This is an optimization exercise on Yosys and OpenROAD, whose aim is small area and a short achievable clock period, not a production implementation.
Only simulation tests tie the RTL to the original design; equivalence was not proved.
Power and IR drop assume default switching activity.

## flow/design.v (module list and top-level ports; edited modules follow where they fit)
// module csa_fa: 10 lines
// module csa_ha: 9 lines
// module csa_fx: 12 lines
// module csa_x2: 7 lines
// module csa_hn: 9 lines
// module csa_xn: 7 lines
// module filter_tap_loader: 39 lines
// module horizontal_filter: 610 lines
// module row_result_store: 38 lines
// module vertical_filter: 390 lines
// module conv_top: 60 lines
module conv_top (
	input  logic    clk,
	input  logic    rst_n,
	input  logic    filter_valid,
	input  logic    image_valid,
	input  conv_pkg::sample_t in_data,
	output logic    out_valid,
	output conv_pkg::result_t out_data
);
  // ...
==> flow/run.sh <==
#!/bin/bash
# synth_recipe.tcl (not shown) runs the flow's synth.tcl, then flattens the netlist and writes it again
# the make line also repeats each setting of config.mk as NAME=value (left out here)
make -C /OpenROAD-flow-scripts/flow DESIGN_CONFIG=/design/flow/config.mk WORK_HOME=/design/flow/orfs CLKGATE_MAP_FILE= SYNTH_SCRIPT=/design/flow/synth_recipe.tcl finish
==> flow/config.mk <==
export PLATFORM = sky130hd
export DESIGN_NAME = conv_top
export DESIGN_NICKNAME = conv_top
export VERILOG_FILES = /design/flow/design.v
export SDC_FILE = /design/flow/constraint.sdc
export NUM_CORES = 4
export LEC_CHECK = 0
export ABC_CLOCK_PERIOD_IN_PS = 2600
export CAP_MARGIN = 20
export CORE_MARGIN = 2
export CORE_UTILIZATION = 40
export CTS_BUF_LIST = sky130_fd_sc_hd__clkbuf_16
export CTS_CLUSTER_DIAMETER = 150
export CTS_CLUSTER_SIZE = 25
export SETUP_SLACK_MARGIN = 2.45
export SLEW_MARGIN = 20
export SYNTH_HIERARCHICAL = 1
==> flow/constraint.sdc <==
create_clock -name core_clock -period 4.5 [get_ports {clk}]
set_input_delay 0.9000 -clock core_clock [delete_from_list [all_inputs] [get_ports {clk}]]
set_output_delay 0.9000 -clock core_clock [all_outputs]
set_load 0.01 [all_outputs]
==> impl_metrics.py, run 1 <==
metrics = {
    "grt": {
        "grtUsageTotal": 0.1395,
        "use_met3": 0.01789,
        "grt_use_met2": 0.2420,
        "antenna_found_initial": 0,
    },
    "sta": {
        "fin_ws_ns": 2.487,
        "fin_hold_ws_ns": 0.3385,
        "worstMarginPinSlew_ns": 1.047,
        "hold_viol": 0,
        "period_minus_slack_ns": 2.013,
    },
    "power_and_ir_drop": {
        "swShare": 0.3680,
        "internal-power_mw": 8.892,
        "powerDensity_mw_per_mm2": 761.7,
        "powerComb_mw": 6.64,
        "total_power_mw": 14.07,
        "power_frac_seq": 0.397,
    },
    "drt": {
        "wl_per_cell_um": 17.15,
        "drt-total-wl_um": 29810,
        "dr.max_layer_used": "met4",
    },
    "setup_path": {
        "crit_path_max_fanout": 5,
        "cp.arrival_ns": 2.45,
        "worst_ep_required_time_ns": 4.94,
        "critical_path.startpoint_type": "flop",
        "rr_startpoint": "u_row_result_store.dl[93]$_DFFE_PP_",
        "cp.buffers_inverters": 0,
    },
    "cells_and_area": {
        "inverters": 19,
        "multi_input_area_mm2": 0.006803,
        "area_growth_pct": 11.91,
        "design_area_mm2": 0.01847,
        "final_cells": 1738,
        "largest_reg_flops": 128,
    },
    "floorplanning": {
        "core_area_mm2": 0.04074,
        "num_tap_cells": 532,
        "fp.dieH_um": 207.1,
        "io_pins": 25,
    },
    "run_status": {
        "outcome": "timing/DRC/antenna clean",
    },
    "cts": {
        "hold_buffers": 0,
        "numClockSinks": 378,
        "post_cts_buffers": 26,
    },
    "run": {
        "maxCapViolCount": 0,
    },
    "worst_hold_path": {
        "min_from": "u_horizontal_filter.rt_s1[28]$_DFF_P_",
    },
    "synthesis": {
        "synth_area_mm2": 0.01650,
    },
}
==> run 2, diff against run 1 <==
--- a/flow/config.mk
+++ b/flow/config.mk
@@ -6,5 +6,5 @@
 export NUM_CORES = 4
 export LEC_CHECK = 0
-export ABC_CLOCK_PERIOD_IN_PS = 2600
+export ABC_CLOCK_PERIOD_IN_PS = 1700
 export CAP_MARGIN = 20
 export CORE_MARGIN = 2
==> impl_metrics.py, run 2 <==
metrics = {
    "run_status": {
        "outcome": "timing/DRC/antenna clean",
    },
    "run": {
        "maxCapViolCount": 0,
    },
    "sta": {
        "worstMarginPinSlew_ns": 1.047,
        "rsz0062_at_grt": "true",
        "fmax_mhz": 496.8,
        "hold_viol": 0,
        "setup_tns_ns": 0,
        "slew_headroom": 0.3021,
        "setup_violations": 0,
        "period_minus_slack_ns": 2.013,
        "finClkSkew_ns": 0.02534,
        "period_share": 0.4473,
        "final-max-slew-violation-count": 0,
    },
    "setup_path": {
        "worst_ep_required_time_ns": 4.94,
        "cp-end-kind": "flop",
        "cp_top_family": "adder cells",
        "critPathMostFrequentCell": "fa_2",
        "r2r_slack_ns": 2.49,
        "path_cells": "and2_1 -> fa_2 -> fa_2 -> xor2_2 -> a22o_1",
        "crit_type": "flop to flop",
        "cp.arrival_ns": 2.45,
        "critical_path.startpoint_type": "flop",
        "crit_path_max_fanout": 5,
        "cp.buffers_inverters": 0,
        "slowest_stage": "edfxtp_1",
        "slowest_delay_ns": 0.49,
    },
    "power_and_ir_drop": {
        "ir_drop_uv": 329.4,
        "p_leak_nw": 6.886,
        "powerDensity_mw_per_mm2": 761.7,
    },
    "floorplanning": {
        "die_area_mm2": 0.04290,
        "die_w_um": 207.1,
        "core_area_mm2": 0.04074,
        "fp.dieH_um": 207.1,
        "start_util": 0.4051,
        "io_pins": 25,
        "rows": 74,
    },
    "cells_and_area": {
        "largest_reg_flops": 128,
        "layout-drive-gt1-share": 0.1476,
        "layout_common_cells": "dfxtp_1, edfxtp_1, xnor2_1, fa_1, a22oi_1",
        "final_common_cell": "dfxtp_1",
        "final_cells": 1738,
        "largest_register": "u_row_result_store.dl",
        "top_regs": "u_row_result_store.dl: 128 flops, u_horizontal_filter.rt_s0: 39 flops, u_filter_tap_loader.sr: 30 flops",
        "seq_area_mm2": 0.009417,
        "final_nets": 1355,
        "area_growth_pct": 11.91,
        "antennaDiodeCount": 0,
        "multi_input_area_mm2": 0.006803,
        "fillers": 3670,
    },
    "place": {
        "port_buffers": 24,
        "place_congestion": 0.7619,
        "dp.cells": 1625,
        "place_hpwl_um": 20300,
    },
    "drt": {
        "wl_met3_um": 865,
        "drt_first_pass_iters": 5,
        "num_vias": 8552,
        "wl_per_cell_um": 17.15,
        "wl_met1_um": 13410,
        "wl_met2_um": 14880,
        "viasPerCell": 4.921,
        "drc": 0,
        "drt-total-wl_um": 29810,
        "drtIter0Drc": 597,
        "ant_nets": 0,
        "dr.max_layer_used": "met4",
    },
    "cts": {
        "clk_latency_ns": 0.54,
        "cts_tree": "built",
        "hold_buffers": 0,
        "cts_buffer_depth": 3,
        "h-tree-depth": 1,
        "cts-root-buf": "clkbuf_16",
        "numClockSinks": 378,
        "cts_buffers": 19,
        "clkTransAtPathRegs_ns": 0.09,
    },
    "grt": {
        "antenna_found_initial": 0,
        "grt_pass1_vias": 8764,
        "grt_start_max_net_pins": 89,
        "grt_first_pass_wirelength_um": 48210,
        "grtUsageTotal": 0.1395,
        "overflow": 0,
    },
    "synthesis": {
        "synth_nets": 1291,
        "synthCells": 1131,
        "avgSynthCellArea_um2": 14.59,
        "synth_area_mm2": 0.01650,
        "yosysWarnings": 12,
    },
    "worst_hold_path": {
        "hold_class": "flop to flop",
    },
}
==> run 2: cell counts in the layout (fill, tap and decap cells not counted) <==
No cell type changed its count.
==> run 2: layer usage <==
metal,global-route usage,vias to the layer above
met5,0,-
met4,0.03103,0
met3,0.01789,40
met2,0.2420,146
met1,0.1872,4371
li1,-,3995
==> run 2: worst paths after layout <==
| kind | start | to | depth (start not counted) |
|---|---|---|---|
| max in group asynchronous | rst_n | u_row_result_store.pix_pos[4]$_DFFE_PN0P_ | 1 |
| max reg2reg | u_row_result_store.dl[93]$_DFFE_PP_ | u_vertical_filter.ct_s0[26]$_DFF_P_ | 5 |
| max | u_row_result_store.dl[93]$_DFFE_PP_ | u_vertical_filter.ct_s0[26]$_DFF_P_ | 5 |
| min in group asynchronous | rst_n | u_row_result_store.pix_pos[5]$_DFFE_PN0P_ | 1 |
| min | u_horizontal_filter.rt_s1[28]$_DFF_P_ | u_horizontal_filter.rt_s2[27]$_DFF_P_ | 0 |
| min reg2reg | u_horizontal_filter.rt_s1[28]$_DFF_P_ | u_horizontal_filter.rt_s2[27]$_DFF_P_ | 0 |
==> run 2: metrics by stage <==
stage | hold WS [ns] | cell area [um^2] | utilization | setup WS [ns] | power [mW]
floorplan | 0.3096 | 16510 | - | 2.501 | 10.53
global placement | 0.3164 | 17090 | 0.4196 | 2.112 | 12.19
detailed placement | 0.3198 | 17090 | 0.4196 | 2.079 | 12.30
CTS | 0.3436 | 17900 | 0.4395 | 2.357 | 14.17
global route | 0.3495 | 18470 | 0.4534 | 2.415 | 15.33
finish | 0.3385 | 18470 | 0.4534 | 2.487 | 14.07
==> run 2: where the power goes <==
part / internal (mW) / switching [mW] / total, mW
logic: 3.32 / 3.32 / 6.64
registers: 4.78 / 0.803 / 5.58
clock network: 0.790 / 1.05 / 1.84
==> run 2: cell type report <==
class / instances / area share
timing repair buffer: 107 / 0.05006
clock inverter: 13 / 0.004335
multi-input combinational: 670 / 0.3683
clock buffer: 19 / 0.02574
inverter: 19 / 0.005690
tap: 532 / 0.03604
sequential: 378 / 0.5098
==> run 2: what timing repair did <==
item | 4_1_cts | 5_1_grt
setup buffers | 26 | 55
endpoints found under the hold margin | 0 | 0
pin swaps | 1 | 8
endpoints found under the setup margin | 64 | 69
gates resized for setup | 39 | 43
==> run 3, diff against run 2 <==
--- a/flow/config.mk
+++ b/flow/config.mk
@@ -6,5 +6,5 @@
 export NUM_CORES = 4
 export LEC_CHECK = 0
-export ABC_CLOCK_PERIOD_IN_PS = 1700
+export ABC_CLOCK_PERIOD_IN_PS = 2050
 export CAP_MARGIN = 20
 export CORE_MARGIN = 2
==> impl_metrics.py, run 3 <==
metrics = {
    "cells_and_area": {
        "top_regs": "u_row_result_store.dl: 128 flops, u_horizontal_filter.rt_s0: 39 flops, u_filter_tap_loader.sr: 30 flops",
        "layout-drive-gt1-share": 0.1476,
        "fillers": 3670,
        "final_cells": 1738,
        "largest_register": "u_row_result_store.dl",
        "largest_reg_flops": 128,
        "final_nets": 1355,
        "area_growth_pct": 11.91,
        "final_common_cell": "dfxtp_1",
        "antennaDiodeCount": 0,
        "layout_common_cells": "dfxtp_1, edfxtp_1, xnor2_1, fa_1, a22oi_1",
    },
    "grt": {
        "grt_first_pass_wirelength_um": 48210,
        "grt_start_max_net_pins": 89,
        "antenna_found_initial": 0,
        "overflow": 0,
        "grtUsageTotal": 0.1395,
        "grt_pass1_vias": 8764,
    },
    "synthesis": {
        "synth_nets": 1291,
        "avgSynthCellArea_um2": 14.59,
        "synth_area_mm2": 0.01650,
        "synthCells": 1131,
        "yosysWarnings": 12,
    },
    "floorplanning": {
        "die_area_mm2": 0.04290,
        "rows": 74,
        "die_w_um": 207.1,
        "core_area_mm2": 0.04074,
        "io_pins": 25,
        "fp.dieH_um": 207.1,
        "start_util": 0.4051,
    },
    "sta": {
        "rsz0062_at_grt": "true",
        "worstMarginPinSlew_ns": 1.047,
        "finClkSkew_ns": 0.02534,
        "period_share": 0.4473,
        "hold_viol": 0,
        "fin_ws_ns": 2.487,
        "setup_tns_ns": 0,
        "final-max-slew-violation-count": 0,
        "fin_hold_ws_ns": 0.3385,
        "period_minus_slack_ns": 2.013,
        "fmax_mhz": 496.8,
        "setup_violations": 0,
        "slew_headroom": 0.3021,
    },
    "drt": {
        "drt-total-wl_um": 29810,
        "drt_first_pass_iters": 5,
        "ant_nets": 0,
        "wl_per_cell_um": 17.15,
        "num_vias": 8552,
        "drc": 0,
        "drtIter0Drc": 597,
        "viasPerCell": 4.921,
    },
    "cts": {
        "cts_buffer_depth": 3,
        "numClockSinks": 378,
        "clk_latency_ns": 0.54,
        "clkTransAtPathRegs_ns": 0.09,
        "cts-root-buf": "clkbuf_16",
        "cts_tree": "built",
        "h-tree-depth": 1,
        "cts_buffers": 19,
    },
    "run": {
        "maxCapViolCount": 0,
    },
    "setup_path": {
        "critical_path.startpoint_type": "flop",
        "crit_type": "flop to flop",
        "cp-end-kind": "flop",
        "cp.arrival_ns": 2.45,
        "reg2reg_depth": 5,
        "crit_path_max_fanout": 5,
        "worst_ep_required_time_ns": 4.94,
    },
    "run_status": {
        "outcome": "timing/DRC/antenna clean",
    },
    "power_and_ir_drop": {
        "ir_drop_uv": 329.4,
        "powerDensity_mw_per_mm2": 761.7,
        "p_leak_nw": 6.886,
    },
    "place": {
        "dp_slack_ns": 2.079,
        "place_hpwl_um": 20300,
        "dp.cells": 1625,
        "port_buffers": 24,
        "place_congestion": 0.7619,
    },
    "worst_hold_path": {
        "hold_path_depth": 0,
        "hold_class": "flop to flop",
    },
}
## run 3: metrics by stage
stage / total power, mW / util / cell area [um^2]
3_5_place_dp: 12.30 / 0.4196 / 17090
6_report: 14.07 / 0.4534 / 18470
4_1_cts: 14.17 / 0.4395 / 17900
2_1_floorplan: 10.53 / - / 16510
3_3_place_gp: 12.19 / 0.4196 / 17090
5_1_grt: 15.33 / 0.4534 / 18470
## run 3: timing repair
action | in CTS | in global routing
setup endpoints to repair | 64 | 69
buffers inserted | 26 | 55
gates resized for setup | 39 | 43
hold buffers | 0 | 0
pin swaps | 1 | 8
gates cloned | 0 | 0
## run 3: final cells by class
cell class	instances	area (um^2)	area share
Multi-Input combinational cell	670	6803	0.3683
Sequential cell	378	9417	0.5098
Clock inverter	13	80.08	0.004335
Timing Repair Buffer	107	924.6	0.05006
Inverter	19	105.1	0.005690
Clock buffer	19	475.5	0.02574
Tap cell	532	665.6	0.03604
## run 3: worst max-delay path, cell delays in order (launching register included)
cell and delay [ns]:
edfxtp_1 0.49, and2_1 0.23, fa_2 0.39, fa_2 0.40
xor2_2 0.20, a22o_1 0.20
## run 3: path summary, 6_finish.rpt
check	start	end	slack [ns]
max in group asynchronous	rst_n	u_row_result_store.pix_pos[4]$_DFFE_PN0P_	3.51
worst max register to register	u_row_result_store.dl[93]$_DFFE_PP_	u_vertical_filter.ct_s0[26]$_DFF_P_	2.49
worst min-delay path	u_horizontal_filter.rt_s1[28]$_DFF_P_	u_horizontal_filter.rt_s2[27]$_DFF_P_	0.34
worst min register to register	u_horizontal_filter.rt_s1[28]$_DFF_P_	u_horizontal_filter.rt_s2[27]$_DFF_P_	0.34
worst max-delay path	u_row_result_store.dl[93]$_DFFE_PP_	u_vertical_filter.ct_s0[26]$_DFF_P_	2.49
min in group asynchronous	rst_n	u_row_result_store.pix_pos[5]$_DFFE_PN0P_	0.67
## run 3: per-layer routing
layer,share of wire,global-route usage,vias up
met1,0.45,0.1872,4371
met2,0.50,0.2420,146
met5,0,0,-
li1,-,-,3995
met3,0.029,0.01789,40
met4,0.022,0.03103,0
## run 3: power by group
group / total (mW) / switching (mW) / leakage, nW / internal, mW
clock network: 1.84 / 1.05 / 0.309 / 0.790
registers: 5.58 / 0.803 / 3.48 / 4.78
logic: 6.64 / 3.32 / 3.10 / 3.32
total: 14.1 / 5.18 / 6.89 / 8.89

## separate check: timing with driven ports
In the flow no input, the clock included, has a driving cell. The finished layouts below were timed again as built, in two steps. Step 1 (the two cells are an assumption about what drives the block):
set clk [get_ports {clk}]
set_driving_cell -lib_cell sky130_fd_sc_hd__clkbuf_16 $clk
set_driving_cell -lib_cell sky130_fd_sc_hd__buf_2 [delete_from_list [all_inputs] $clk]
Step 2 adds t to the input delays and takes it off the output delays; t is the mean of the earliest and latest rising clock arrival at the registers after step 1. Input paths then give back, and output paths get back, about the clock's delay inside the block. Slacks: no drivers / after step 1 / after step 2; pairs: no drivers / after step 1.
run | t, ns | slack for setup (ns) | worst hold slack (ns) | worst slew at a driven data input, ns
run 1 | 0.579 | 2.487 / 2.441 / 2.110 | 0.338 / 0.338 / 0.338 | 0.04
run 2 | 0.579 | 2.487 / 2.441 / 2.110 | 0.338 / 0.338 / 0.338 | 0.04
run 3 | 0.579 | 2.487 / 2.441 / 2.110 | 0.338 / 0.338 / 0.338 | 0.04
After both steps every run listed still meets setup and hold.
